Background: an optimization exercise with open tools, aiming at small area, a short achievable clock period and few clock cycles per item. Do not read the settings as production practice.
Where RTL was checked, it was by simulation tests only, not by an equivalence proof against the original.

Setup of zinc:
==> flow/design.v (excerpt) <==
module outlier_rejecting_moving_average_core (
	input  logic        clk,
	input  logic        arst_n,
	input  logic        in_valid,
	output logic        in_ready,
	input  logic [11:0] in_sample,
	output logic        out_valid,
	input  logic        out_ready,
	output logic [11:0] out_filtered,
	output logic        out_held
);
	localparam int WIN = 10;
	localparam int NV  = 13;
	logic en_q, rdy_q;
	logic adv;
	assign adv      = en_q;
	assign in_ready = rdy_q;
	logic [NV-1:0] v;
	always_ff @(posedge clk or negedge arst_n) begin
		if (!arst_n) begin
			v <= '0;
		end else if (adv) begin
			v <= {v[NV-2:0], in_valid};
		end
	end
	logic [11:0]    h_q [WIN];
	logic [WIN-1:0] hv_q;
	logic [11:0] s0_q, s1_q, s2_q, s3_q, s4_q, old_q, old_d;
	always_comb begin
		logic [2:0] n;
		n = 3'(v[0]) + 3'(v[1]) + 3'(v[2]) + 3'(v[3]) + 3'(v[4]);
		case (n)
			3'd0:    old_d = hv_q[0] ? h_q[0] : 12'd0;
			3'd1:    old_d = hv_q[1] ? h_q[1] : 12'd0;
			3'd2:    old_d = hv_q[2] ? h_q[2] : 12'd0;
			3'd3:    old_d = hv_q[3] ? h_q[3] : 12'd0;
			3'd4:    old_d = hv_q[4] ? h_q[4] : 12'd0;
			default: old_d = hv_q[5] ? h_q[5] : 12'd0;
		endcase
	end
	logic [15:0] sum_q;
	always_ff @(posedge clk or negedge arst_n) begin
		if (!arst_n) begin
			sum_q <= '0;
			hv_q  <= '0;
		end else if (adv) begin
  ...
Size: ~2500 cells after synthesis, ~490 flip-flops, roughly 31 I/O pins.
clock: 8.0 ns
lec_check: 0
cap_margin: 20
core_margin: 2
core_utilization: 60
gpl_timing_driven: 1
setup_slack_margin: 4.0
slew_margin: 20
run.sh (not shown) runs the stock make flow with config.mk's settings and CLKGATE_MAP_FILE= SYNTH_SCRIPT=/design/flow/synth_recipe.tcl, a recipe that flattens the netlist after the stock synthesis.
Testbench counts of zinc, summed over its fixed seeds: cycles 8,112, items 8,000.
### zinc -> raven
# zinc
export LEC_CHECK = 0
export CAP_MARGIN = 20
export CORE_MARGIN = 2
export CORE_UTILIZATION = 60
export GPL_TIMING_DRIVEN = 1
export SETUP_SLACK_MARGIN = 4.0
export SLEW_MARGIN = 20
create_clock -name core_clock -period 8.0 [get_ports {clk}]
# raven
export LEC_CHECK = 0
export CAP_MARGIN = 20
export CORE_MARGIN = 2
export CORE_UTILIZATION = 60
export CTS_CLUSTER_DIAMETER = 60
export CTS_CLUSTER_SIZE = 30
export GPL_TIMING_DRIVEN = 1
export SETUP_SLACK_MARGIN = 4.6
export SLEW_MARGIN = 20
export TNS_END_PERCENT = 10
create_clock -name core_clock -period 8.0 [get_ports {clk}]
Results
Delta (raven minus zinc): clock-pin slew of the registers on the worst-case setup and hold paths stayed essentially flat, minimum clock period fell by 0.21 ns. Sort zinc and raven by wire length desc -> top: raven. The worst setup path startpoint comes out f_q[0] in one run and f_q[6] in the other, namely in raven and zinc respectively. The worst setup slack in raven sits 0.21 ns above the value recorded for zinc. Summary of raven over zinc: wire length of the first global-routing pass went up by about 0.8%.
Input-level comparison between pepper and raven:
# raven
export LEC_CHECK = 0
export CAP_MARGIN = 20
export CORE_MARGIN = 2
export CORE_UTILIZATION = 60
export CTS_CLUSTER_DIAMETER = 60
export CTS_CLUSTER_SIZE = 30
export GPL_TIMING_DRIVEN = 1
export SETUP_SLACK_MARGIN = 4.6
export SLEW_MARGIN = 20
export TNS_END_PERCENT = 10
create_clock -name core_clock -period 8.0 [get_ports {clk}]
# pepper
export LEC_CHECK = 0
export CAP_MARGIN = 20
export CORE_MARGIN = 2
export CORE_UTILIZATION = 60
export GPL_TIMING_DRIVEN = 1
export SETUP_SLACK_MARGIN = 4.8
export SLEW_MARGIN = 20
create_clock -name core_clock -period 8.0 [get_ports {clk}]
==> comparison <==
- raven -> pepper: post-placement cell area increased slightly
- Fmax | pepper vs raven | pepper faster
- In pepper, the summed area of non-filler cells in the final layout came out 5.5% above the value in raven.
- Of raven and pepper, the lower via count belongs to raven.
Input changes introduced in maple (baseline for comparison: pepper):
# pepper
export LEC_CHECK = 0
export CAP_MARGIN = 20
export CORE_MARGIN = 2
export CORE_UTILIZATION = 60
export GPL_TIMING_DRIVEN = 1
export SETUP_SLACK_MARGIN = 4.8
export SLEW_MARGIN = 20
create_clock -name core_clock -period 8.0 [get_ports {clk}]
# maple
export LEC_CHECK = 0
export CAP_MARGIN = 20
export CORE_MARGIN = 2
export CORE_UTILIZATION = 60
export CTS_BUF_LIST = sky130_fd_sc_hd__clkbuf_4 sky130_fd_sc_hd__clkbuf_8
export GPL_TIMING_DRIVEN = 1
export SETUP_SLACK_MARGIN = 4.4
export SLEW_MARGIN = 20
create_clock -name core_clock -period 8.0 [get_ports {clk}]
==> comparison <==
- Met2 demand-to-capacity share in global routing essentially unchanged between pepper and maple.
- Delta(worst setup slack, maple - pepper) < 0
- [compare] base=pepper new=maple: maximum buffer depth of the clock tree held steady.
- Summary of maple over pepper: number of buffers inserted by post-CTS setup repair down 37, worst slew slack as a fraction of its limit fell 8.9 points, synthesis-to-layout area growth shrank by 4.3 points, final clock period utilization by the worst path grew by 0.16 points, cell area after layout lost about 3.7%.

## wip/sierra
outlier_rejecting_moving_average_core again, from the RTL that the note above started with.
==> flow/config.mk <==
export PLATFORM = sky130hd
export DESIGN_NAME = outlier_rejecting_moving_average_core
export DESIGN_NICKNAME = outlier_rejecting_moving_average_core
export VERILOG_FILES = /design/flow/design.v
export SDC_FILE = /design/flow/constraint.sdc
export NUM_CORES = 4
export LEC_CHECK = 0
export CAP_MARGIN = 20
export CORE_MARGIN = 2
export CORE_UTILIZATION = 60
export CTS_CLUSTER_DIAMETER = 80
export CTS_CLUSTER_SIZE = 40
export GPL_TIMING_DRIVEN = 1
export SETUP_SLACK_MARGIN = 4.4
export SLEW_MARGIN = 20
==> flow/constraint.sdc <==
create_clock -name core_clock -period 8.0 [get_ports {clk}]
set_input_delay 1.6000 -clock core_clock [delete_from_list [all_inputs] [get_ports {clk}]]
set_output_delay 1.6000 -clock core_clock [all_outputs]
set_load 0.01 [all_outputs]
Testbench counts of wip/sierra, summed over its fixed seeds: cycles 8,112, items 8,000.
> inputs changed (wip/sierra -> wip/lagoon)
Settings: CTS_CLUSTER_DIAMETER changed from 80 to 60; TNS_END_PERCENT newly set to 10; CTS_CLUSTER_SIZE changed from 40 to 30.
[summary]
- Core utilization: wip/sierra vs wip/lagoon, no meaningful difference
- [wip/lagoon] violation count after the first detailed-routing iteration fell 5.2% relative to wip/sierra
- Side by side, total met3 wirelength after detailed routing turned out higher in wip/lagoon than in wip/sierra.
- Compare wip/sierra and wip/lagoon | share of post-route cells with drive strength above 1 lower: wip/lagoon
- When wip/lagoon is measured against wip/sierra, its count of non-CTS buffers in the layout turns out 3 higher.
For wip/xenon, these inputs were changed with respect to wip/lagoon:
Settings: clearing TNS_END_PERCENT, which used to be 10; clearing CTS_CLUSTER_DIAMETER, which used to be 60; clearing CTS_CLUSTER_SIZE, which used to be 30.
Findings:
Looking at critical path endpoint, the ps_q[10] result is from wip/xenon; the ps_q[6] one comes from wip/lagoon.
Diff wip/lagoon -> wip/xenon: maximum net fanout on the critical path lost 3; count of clock-buffer cells in the layout picked up an extra 28; total number of vias neither gained nor lost much; cell area after layout picked up an extra 1.8%; largest net degree at the start of global routing lost 60.
wip/xenon vs wip/lagoon, area overhead of the layout relative to synthesis went up by 2.0 points.
Layout cell share with drive strength beyond 1: wip/xenon > wip/lagoon
wip/xenon against wip/lagoon; ratio of routed vias to standard cells is down slightly.

outlier_rejecting_moving_average_core, a different RTL version from the one above (not shown whole).
Size in the first run: ~2200 cells after synthesis, roughly 400 flip-flops, ~31 I/O pins, roughly 25000 um2 of cells after synthesis.
clock: 8.0 ns
lec_check: 0
cap_margin: 20
core_margin: 2
core_utilization: 60
setup_slack_margin: 4.5
slew_margin: 20
The first run ran to the end with no violations.
Edit:
SETUP_SLACK_MARGIN = 3.5   (was 4.5)
What happened: Via count is higher slightly; hold slack stays flat; die area stays the same; final cell count is about the same; utilization fell by 0.37 points; design area falls slightly.
No functional check of the RTL was part of any run of this note.

separate check: timing with driven ports:
No port has a modelled driver above. Below, the same layouts with a new extraction and two added sets of constraints. Step 1 (the two cells are an assumption about what drives the block):
set clk [get_ports {clk}]
set_driving_cell -lib_cell sky130_fd_sc_hd__clkbuf_16 $clk
set_driving_cell -lib_cell sky130_fd_sc_hd__buf_2 [delete_from_list [all_inputs] $clk]
Step 2 times the ports against the registers' clock, not the clock port: input delays grow and output delays shrink by t, the midpoint of the rising clock arrivals with the driver on. a / b / c = ideal ports / drivers / drivers and shift; a / b = the first two.
| run | t (ns) | setup slack, ns | worst hold slack (ns) | worst register clock-pin slew, ns | worst data-port slew with drivers (ns) |
|---|---|---|---|---|---|
| zinc | 0.663 | 4.109 / 4.109 / 4.109 | 0.403 / 0.403 / 0.403 | 0.07 / 0.07 | 0.04 |
| raven | 0.641 | 4.321 / 4.321 / 4.321 | 0.409 / 0.409 / 0.409 | 0.09 / 0.09 | 0.04 |
| pepper | 0.655 | 4.346 / 4.346 / 4.346 | 0.408 / 0.408 / 0.408 | 0.06 / 0.06 | 0.04 |
| maple | 0.727 | 4.333 / 4.333 / 4.333 | 0.406 / 0.406 / 0.406 | 0.07 / 0.07 | 0.05 |
| wip/sierra | 0.675 | 4.370 / 4.370 / 4.370 | 0.415 / 0.415 / 0.415 | 0.12 / 0.12 | 0.05 |
| wip/lagoon | 0.642 | 4.302 / 4.282 / 4.302 | 0.409 / 0.409 / 0.409 | 0.09 / 0.09 | 0.04 |
| wip/xenon | 0.662 | 4.362 / 4.362 / 4.362 | 0.407 / 0.407 / 0.407 | 0.07 / 0.07 | 0.05 |
| the first run of note 3 | 0.621 | 0.577 / 0.577 / 0.577 | 0.414 / 0.414 / 0.414 | 0.06 / 0.06 | 0.05 |
| the second run of note 3 | 0.635 | 0.525 / 0.525 / 0.525 | 0.416 / 0.416 / 0.416 | 0.07 / 0.07 | 0.04 |
After both steps setup and hold are still met in every run listed.
